This is an optimization exercise on Yosys and OpenROAD, whose aim is small area, not a production implementation.
Only simulation tests tie the RTL to the original design; equivalence was not proved.

== tundra ==
==> module issue_queue, before the edit <==
module issue_queue #(
   parameter int DEPTH = 16
) (
   input  logic                         c_clk,
   input  logic                         rst_n,
   input  prio_queue_pkg::port_req_t    req,
   input  prio_queue_pkg::queue_entry_t [4-1:0] entry,
   output prio_queue_pkg::queue_entry_t head,
   output logic                         head_vld
);
   localparam int NP = 4;
   localparam int W  = (1 + 2 + 2 + 2 * 32);
   localparam int DW = W - 2;
   prio_queue_pkg::queue_entry_t slot     [DEPTH];
   prio_queue_pkg::queue_entry_t slot_nxt [DEPTH];
   prio_queue_pkg::queue_entry_t lane     [NP];
   logic [DEPTH-1:0]             occ;        
   logic [DEPTH-1:0]             keep;       
   logic [DEPTH-1:0]             occ_nxt;
   logic [DEPTH-1:0]             wr;
   logic [NP:0]                  num;        
   logic [NP-1:0]                base_mod;   
   logic [1:0]                   lane_of [NP];
   assign keep = {1'b0, occ[DEPTH-1:1]};
   always_comb begin
      base_mod = '0;
      for (int j = 0; j <= DEPTH; j++) begin
         if ((j == 0 || keep[(j == 0) ? 0 : j - 1]) && (j == DEPTH || !keep[(j == DEPTH) ? 0 : j])) begin
            base_mod[j % NP] = 1'b1;
         end
      end
   end
   always_comb begin
      logic [1:0]  at;
      logic [NP:0] cnt;
      at  = {base_mod[3] | base_mod[2], base_mod[3] | base_mod[1]};
      cnt = '0;
      cnt[0] = 1'b1;
      for (int p = 0; p < NP; p++) begin
         lane_of[p] = at;
         if (req[p]) begin
            at  = at + 2'd1;
            cnt = {cnt[NP-1:0], 1'b0};
         end
      end
      num = cnt;
   end
   for (genvar l = 0; l < NP; l++) begin : g_lane
      logic [NP-1:0]           sel;
      logic [NP*DW-1:0]        data;
      logic [DW-1:0]           pick;
      logic [2-1:0] port;
      for (genvar p = 0; p < NP; p++) begin : g_sel
         assign sel[p]            = req[p] && lane_of[p] == l;
         assign data[p*DW +: DW] = {entry[p][W-1], entry[p][W-2-2:0]};
      end
      for (genvar b = 0; b < 2; b++) begin : g_port
         always_comb begin
            port[b] = 1'b0;
            for (int p = 0; p < NP; p++) begin
               if ((p >> b) % 2 == 1) port[b] = port[b] | sel[p];
            end
         end
      end
      queue_lane #(.INV(l % 2 == 0), .LW(DW)) u_lane (
         .sel   (sel),
         .entry (data),
         .lane  (pick)
      );
      assign lane[l] = {pick[DW-1], (l % 2 == 0) ? ~port : port, pick[DW-2:0]};
   end
   always_comb begin
      for (int i = 0; i < DEPTH; i++) begin
         occ_nxt[i] = 1'b0;
         for (int k = 0; k <= NP; k++) begin
            if (num[k] && (i < k || keep[(i < k) ? 0 : i - k])) occ_nxt[i] = 1'b1;
         end
      end
      wr = occ_nxt & ~keep;
   end
   always_comb begin
      for (int i = 0; i < DEPTH - 2; i++) begin
         slot_nxt[i] = ~(({W{wr[i]}} | slot[i + 1]) & ({W{keep[i]}} | lane[i % NP]));
      end
      slot_nxt[DEPTH - 2] = ~(({W{wr[DEPTH - 2]}} | ~slot[DEPTH - 1]) & ({W{keep[DEPTH - 2]}} | lane[(DEPTH - 2) % NP]));
      slot_nxt[DEPTH - 1] = lane[(DEPTH - 1) % NP];
   end
   always_ff @(posedge c_clk) begin
      for (int i = 0; i < DEPTH; i++) begin
         slot[i] <= slot_nxt[i];
      end
   end
   always_ff @(posedge c_clk) begin
      if (!rst_n) begin
         occ <= '0;
      end else begin
         occ <= occ_nxt;
      end
   end
   assign head     = slot[0];
   assign head_vld = occ[0];
endmodule
clock: 6.0 ns
lec_check: 0
cap_margin: 20
cell_pad_in_sites_detail_placement: 1
cell_pad_in_sites_global_placement: 2
core_margin: 2
core_utilization: 45
place_density: 0.55
slew_margin: 20
synth_hierarchical: 1
standard.sh (not shown) runs the stock make flow with config.mk's settings and CLKGATE_MAP_FILE= SYNTH_SCRIPT=/design/flow/synth_recipe.tcl, a recipe that flattens the netlist after the stock synthesis.
==> flow/flow/run.sh <==
#!/bin/bash
# The standard layout (standard.sh, with the standard flow's synthesis and config), with
# two changes: ports are buffered with the smallest buffer, and the clock tree
# uses smaller leaf buffers, larger sink clusters and no dummy loads.
set -euo pipefail
export BUFFER_PORTS_ARGS="-buffer_cell sky130_fd_sc_hd__buf_1"
export CTS_ARGS="-sink_clustering_enable -repair_clock_nets -dont_use_dummy_load -sink_clustering_size 16 -sink_clustering_max_diameter 50 -buf_list sky130_fd_sc_hd__clkbuf_8 -root_buf sky130_fd_sc_hd__clkbuf_16"
bash standard.sh finish > standard.log 2>&1
What zinc does differently from tundra at the input level:
==> flow/design.v, changed modules only <==
module issue_queue #(
   parameter int DEPTH = 16
) (
   input  logic                         c_clk,
   input  logic                         rst_n,
   input  prio_queue_pkg::port_req_t    req,
   input  prio_queue_pkg::queue_entry_t [4-1:0] entry,
   output prio_queue_pkg::queue_entry_t head,
   output logic                         head_vld
);
   localparam int NP = 4;
   localparam int W  = (1 + 2 + 2 + 2 * 32);
   localparam int DW = W - 2;
   prio_queue_pkg::queue_entry_t slot     [DEPTH];
   prio_queue_pkg::queue_entry_t slot_nxt [DEPTH];
   prio_queue_pkg::queue_entry_t lane     [NP];
   logic [DEPTH-1:0]             occ;        
   logic [DEPTH-1:0]             keep;       
   logic [DEPTH-1:0]             occ_nxt;
   logic [DEPTH-1:0]             wr;
   logic [NP:0]                  num;        
   logic [NP-1:0]                base_mod;   
   logic [NP-1:0]                lane_of [NP];   
   assign keep = {1'b0, occ[DEPTH-1:1]};
   always_comb begin
      base_mod = '0;
      for (int j = 0; j <= DEPTH; j++) begin
         if ((j == 0 || keep[(j == 0) ? 0 : j - 1]) && (j == DEPTH || !keep[(j == DEPTH) ? 0 : j])) begin
            base_mod[j % NP] = 1'b1;
         end
      end
   end
   always_comb begin
      logic [NP-1:0] at;
      logic [NP:0]   cnt;
      at  = base_mod;
      cnt = '0;
      cnt[0] = 1'b1;
      for (int p = 0; p < NP; p++) begin
         lane_of[p] = at;
         if (req[p]) begin
            at  = {at[NP-2:0], at[NP-1]};
            cnt = {cnt[NP-1:0], 1'b0};
         end
      end
      num = cnt;
   end
   for (genvar l = 0; l < NP; l++) begin : g_lane
      logic [NP-1:0]           sel;
      logic [NP*DW-1:0]        data;
      logic [DW-1:0]           pick;
      logic [2-1:0] port;
      for (genvar p = 0; p < NP; p++) begin : g_sel
         assign sel[p]            = req[p] && lane_of[p][l];
         assign data[p*DW +: DW] = {entry[p][W-1], entry[p][W-2-2:0]};
      end
      for (genvar b = 0; b < 2; b++) begin : g_port
         always_comb begin
            port[b] = 1'b0;
            for (int p = 0; p < NP; p++) begin
               if ((p >> b) % 2 == 1) port[b] = port[b] | sel[p];
            end
         end
      end
      queue_lane #(.INV(l % 2 == 0), .LW(DW)) u_lane (
         .sel   (sel),
         .entry (data),
         .lane  (pick)
      );
      assign lane[l] = {pick[DW-1], (l % 2 == 0) ? ~port : port, pick[DW-2:0]};
   end
   always_comb begin
      for (int i = 0; i < DEPTH; i++) begin
         occ_nxt[i] = 1'b0;
         for (int k = 0; k <= NP; k++) begin
            if (num[k] && (i < k || keep[(i < k) ? 0 : i - k])) occ_nxt[i] = 1'b1;
         end
      end
      wr = occ_nxt & ~keep;
   end
   always_comb begin
      for (int i = 0; i < DEPTH - 2; i++) begin
         slot_nxt[i] = ~(({W{wr[i]}} | slot[i + 1]) & ({W{keep[i]}} | lane[i % NP]));
      end
      slot_nxt[DEPTH - 2] = ~(({W{wr[DEPTH - 2]}} | ~slot[DEPTH - 1]) & ({W{keep[DEPTH - 2]}} | lane[(DEPTH - 2) % NP]));
      slot_nxt[DEPTH - 1] = lane[(DEPTH - 1) % NP];
   end
   always_ff @(posedge c_clk) begin
      for (int i = 0; i < DEPTH; i++) begin
         slot[i] <= slot_nxt[i];
      end
   end
   always_ff @(posedge c_clk) begin
      if (!rst_n) begin
         occ <= '0;
      end else begin
         occ <= occ_nxt;
      end
   end
   assign head     = slot[0];
   assign head_vld = occ[0];
endmodule
Notes after the runs:
Diff tundra -> zinc: finished layout cell area went down by 1.2%; die area shows no meaningful change. zinc vs tundra, wire length on met2 went up by 3.2%. Diff tundra..zinc | area of the mapped netlist | negligible. In the tables for tundra and zinc, met3 layer wire length in the routed design reads lower with tundra.

static timing again, ports no longer ideal:
No port has a modelled driver above. Below, the same layouts with a new extraction and two added sets of constraints.
Step 1 sets driving cells, clkbuf_16 on the clock port and buf_2 on the other inputs (assumed; they add their load-dependent delay and slew).
Step 2 also shifts input and output timing later by t, the mid clock arrival at the registers, as if the neighbouring blocks saw the same clock.
a / b / c = ideal / step 1 / step 2; a / b = the first two.
run | shift t [ns] | setup WS [ns] | worst slew at a driven data input, ns
tundra | 0.913 | 0.582 / 0.582 / 0.582 | 0.12
zinc | 0.920 | 1.438 / 1.439 / 0.582 | 0.19
After both steps setup and hold are still met in every run listed. The setup slack of zinc, which loses most, moves by +0.001 ns with the drivers and by -0.856 ns with both steps.
